This design comes from an exercise in tuning for small area, a short achievable clock period and few clock cycles per item on the open sky130 flow, not from production work. In this exercise RTL edits were held to simulation tests only and were not proved equivalent to the original.

v6:
==> module weight_buffer, before the edit <==
module weight_buffer (
  input wire logic clk,
  input wire logic wr_en,
  input wire logic [dot_pkg::ADDR_W-1:0] wr_addr,
  input wire logic [dot_pkg::WORD_W-1:0] wr_data,
  input wire logic [dot_pkg::VEC_DEPTH-1:0] rd_sel,
  output logic [dot_pkg::WORD_W-1:0] rd_data
);
  logic [dot_pkg::WORD_W-1:0] mem [dot_pkg::VEC_DEPTH];
  always_ff @(posedge clk) begin
    if (wr_en) begin
      mem[wr_addr] <= wr_data;
    end
  end
  always_comb begin
    rd_data = '0;
    for (int k = 0; k < dot_pkg::VEC_DEPTH; k++) begin
      rd_data = rd_data | (mem[k] & {dot_pkg::WORD_W{rd_sel[k]}});
    end
  end
endmodule
==> module dot_engine_top, before the edit <==
module dot_engine_top (
  input wire logic clk,
  input wire logic reset,
  input wire logic w_wr,
  input wire logic [dot_pkg::ADDR_W-1:0] w_addr,
  input wire logic [dot_pkg::WORD_W-1:0] w_data,
  input wire logic start,
  input wire logic [dot_pkg::ADDR_W-1:0] vec_last,
  input wire logic act_valid,
  input wire logic [dot_pkg::WORD_W-1:0] act_data,
  output logic busy,
  output logic done,
  output logic signed [dot_pkg::RES_W-1:0] result
);
  logic buf_wr_en;
  logic [dot_pkg::VEC_DEPTH-1:0] rd_sel;
  logic [dot_pkg::WORD_W-1:0] rd_data;
  logic acc_clear;
  logic cut_vld;
  logic enc_load;
  logic w0_bypass;
  logic [dot_pkg::WORD_W-1:0] w_next;
  logic [dot_pkg::SUM_W-1:0] x_sum;
  logic [dot_pkg::SUM_W-1:0] y_sum;
  dot_ctrl dot_ctrl_i (
    .clk, .reset, .start, .vec_last, .act_valid, .w_wr, .w_addr,
    .busy, .done, .buf_wr_en, .rd_sel, .enc_load, .w0_bypass, .acc_clear, .cut_vld
  );
  weight_buffer weight_buffer_i (
    .clk, .wr_en(buf_wr_en), .wr_addr(w_addr), .wr_data(w_data),
    .rd_sel, .rd_data
  );
  assign w_next = w0_bypass ? w_data : rd_data;
  dp_unit dp_unit_i (
    .clk, .act_data, .w_word(w_next), .enc_load, .cut_vld, .x_out(x_sum), .y_out(y_sum)
  );
  dot_accumulator dot_accumulator_i (
    .clk, .clear(acc_clear), .vec_last, .x_in(x_sum), .y_in(y_sum), .acc(result)
  );
endmodule
export LEC_CHECK = 0
export ABC_AREA = 1
export CAP_MARGIN = 20
export CORE_MARGIN = 2
export CORE_UTILIZATION = 65
export CTS_CLUSTER_DIAMETER = 80
export CTS_CLUSTER_SIZE = 30
export SETUP_SLACK_MARGIN = 2.35
export SLEW_MARGIN = 20
create_clock -name core_clock -period 5.0 [get_ports {clk}]
standard.sh (not shown) runs the stock make flow with config.mk's settings and CLKGATE_MAP_FILE= SYNTH_SCRIPT=/design/flow/synth_recipe.tcl, a recipe that flattens the netlist after the stock synthesis.
==> flow/flow/run.sh <==
#!/bin/bash
# The standard layout (the standard.sh), except that the buffers that
# buffer_ports puts on every input and output port are buf_1 cells; the
# resizer sizes them up where timing needs it.
set -euo pipefail
bash standard.sh "BUFFER_PORTS_ARGS=-buffer_cell sky130_fd_sc_hd__buf_1" finish > flow_standard.log 2>&1
Testbench counts of v6, summed over its fixed seeds: cycles 14,859, items 1,280.
Changes in v7 relative to v6:
diff --git a/flow/design.v b/flow/design.v
--- a/flow/design.v
+++ b/flow/design.v
@@ -730,19 +730,22 @@
   input wire logic wr_en,
   input wire logic [dot_pkg::ADDR_W-1:0] wr_addr,
   input wire logic [dot_pkg::WORD_W-1:0] wr_data,
   input wire logic [dot_pkg::VEC_DEPTH-1:0] rd_sel,
+  input wire logic rd_bypass0,
   output logic [dot_pkg::WORD_W-1:0] rd_data
 );
   logic [dot_pkg::WORD_W-1:0] mem [dot_pkg::VEC_DEPTH];
   always_ff @(posedge clk) begin
     if (wr_en) begin
       mem[wr_addr] <= wr_data;
     end
   end
+  logic [dot_pkg::WORD_W-1:0] word0;
+  assign word0 = rd_bypass0 ? wr_data : mem[0];
   always_comb begin
-    rd_data = '0;
-    for (int k = 0; k < dot_pkg::VEC_DEPTH; k++) begin
+    rd_data = word0 & {dot_pkg::WORD_W{rd_sel[0]}};
+    for (int k = 1; k < dot_pkg::VEC_DEPTH; k++) begin
       rd_data = rd_data | (mem[k] & {dot_pkg::WORD_W{rd_sel[k]}});
     end
   end
 endmodule
@@ -918,22 +921,20 @@
   logic acc_clear;
   logic cut_vld;
   logic enc_load;
   logic w0_bypass;
-  logic [dot_pkg::WORD_W-1:0] w_next;
   logic [dot_pkg::SUM_W-1:0] x_sum;
   logic [dot_pkg::SUM_W-1:0] y_sum;
   dot_ctrl dot_ctrl_i (
     .clk, .reset, .start, .vec_last, .act_valid, .w_wr, .w_addr,
     .busy, .done, .buf_wr_en, .rd_sel, .enc_load, .w0_bypass, .acc_clear, .cut_vld
   );
   weight_buffer weight_buffer_i (
     .clk, .wr_en(buf_wr_en), .wr_addr(w_addr), .wr_data(w_data),
-    .rd_sel, .rd_data
+    .rd_sel, .rd_bypass0(w0_bypass), .rd_data
   );
-  assign w_next = w0_bypass ? w_data : rd_data;
   dp_unit dp_unit_i (
-    .clk, .act_data, .w_word(w_next), .enc_load, .cut_vld, .x_out(x_sum), .y_out(y_sum)
+    .clk, .act_data, .w_word(rd_data), .enc_load, .cut_vld, .x_out(x_sum), .y_out(y_sum)
   );
   dot_accumulator dot_accumulator_i (
     .clk, .clear(acc_clear), .vec_last, .x_in(x_sum), .y_in(y_sum), .acc(result)
   );
[summary]
v7 ends up with a instance count of the mapped netlist that is 1.5% lower than in v6.
Summary — final setup slack of the worst path, v7 relative to v6: higher, by 0.041 ns.
Share of synthesized cell area in and, or, nand and nor gates for v7 is lower than for v6.
On v7: relative slew slack is 13 points higher than what v6 gave.
Summary of v7 over v6: register fraction of the total cell area did not really move; share of cell area taken by multi-input logic gates did not really move; clock tree skew after final layout went down; area growth from synthesis to layout went up.
Testbench counts of v7, summed over its fixed seeds: cycles 14,859, items 1,280.

-- afterwards: timing with drivers on the ports --
The flow's constraints put no driver on any port. The routed layouts listed below were extracted and timed again, unchanged, in two steps.
Step 1 assumes that a clkbuf_16 drives the clock port and a buf_2 every other input.
Step 2 adds t to the input delays and takes it off the output delays; t is the mean of the earliest and latest rising clock arrival at the registers after step 1. Input paths then give back, and output paths get back, about the clock's delay inside the block.
a / b / c = no drivers / after step 1 / after step 2; a / b = the first two.
run | shift t [ns] | setup slack, ns | hold WS [ns] | latest minus earliest clock arrival (ns) | slew at the worst register clock pin (ns)
v6 | 0.645 | 2.380 / 2.380 / 1.838 | 0.412 / 0.412 / 0.412 | 0.050 / 0.049 | 0.11 / 0.11
v7 | 0.633 | 2.421 / 2.422 / 1.827 | 0.412 / 0.412 / 0.412 | 0.036 / 0.036 | 0.11 / 0.11
After both steps setup and hold are still met in every run listed. The setup slack of v7, which loses most, moves by +0.001 ns with the drivers and by -0.594 ns with both steps.
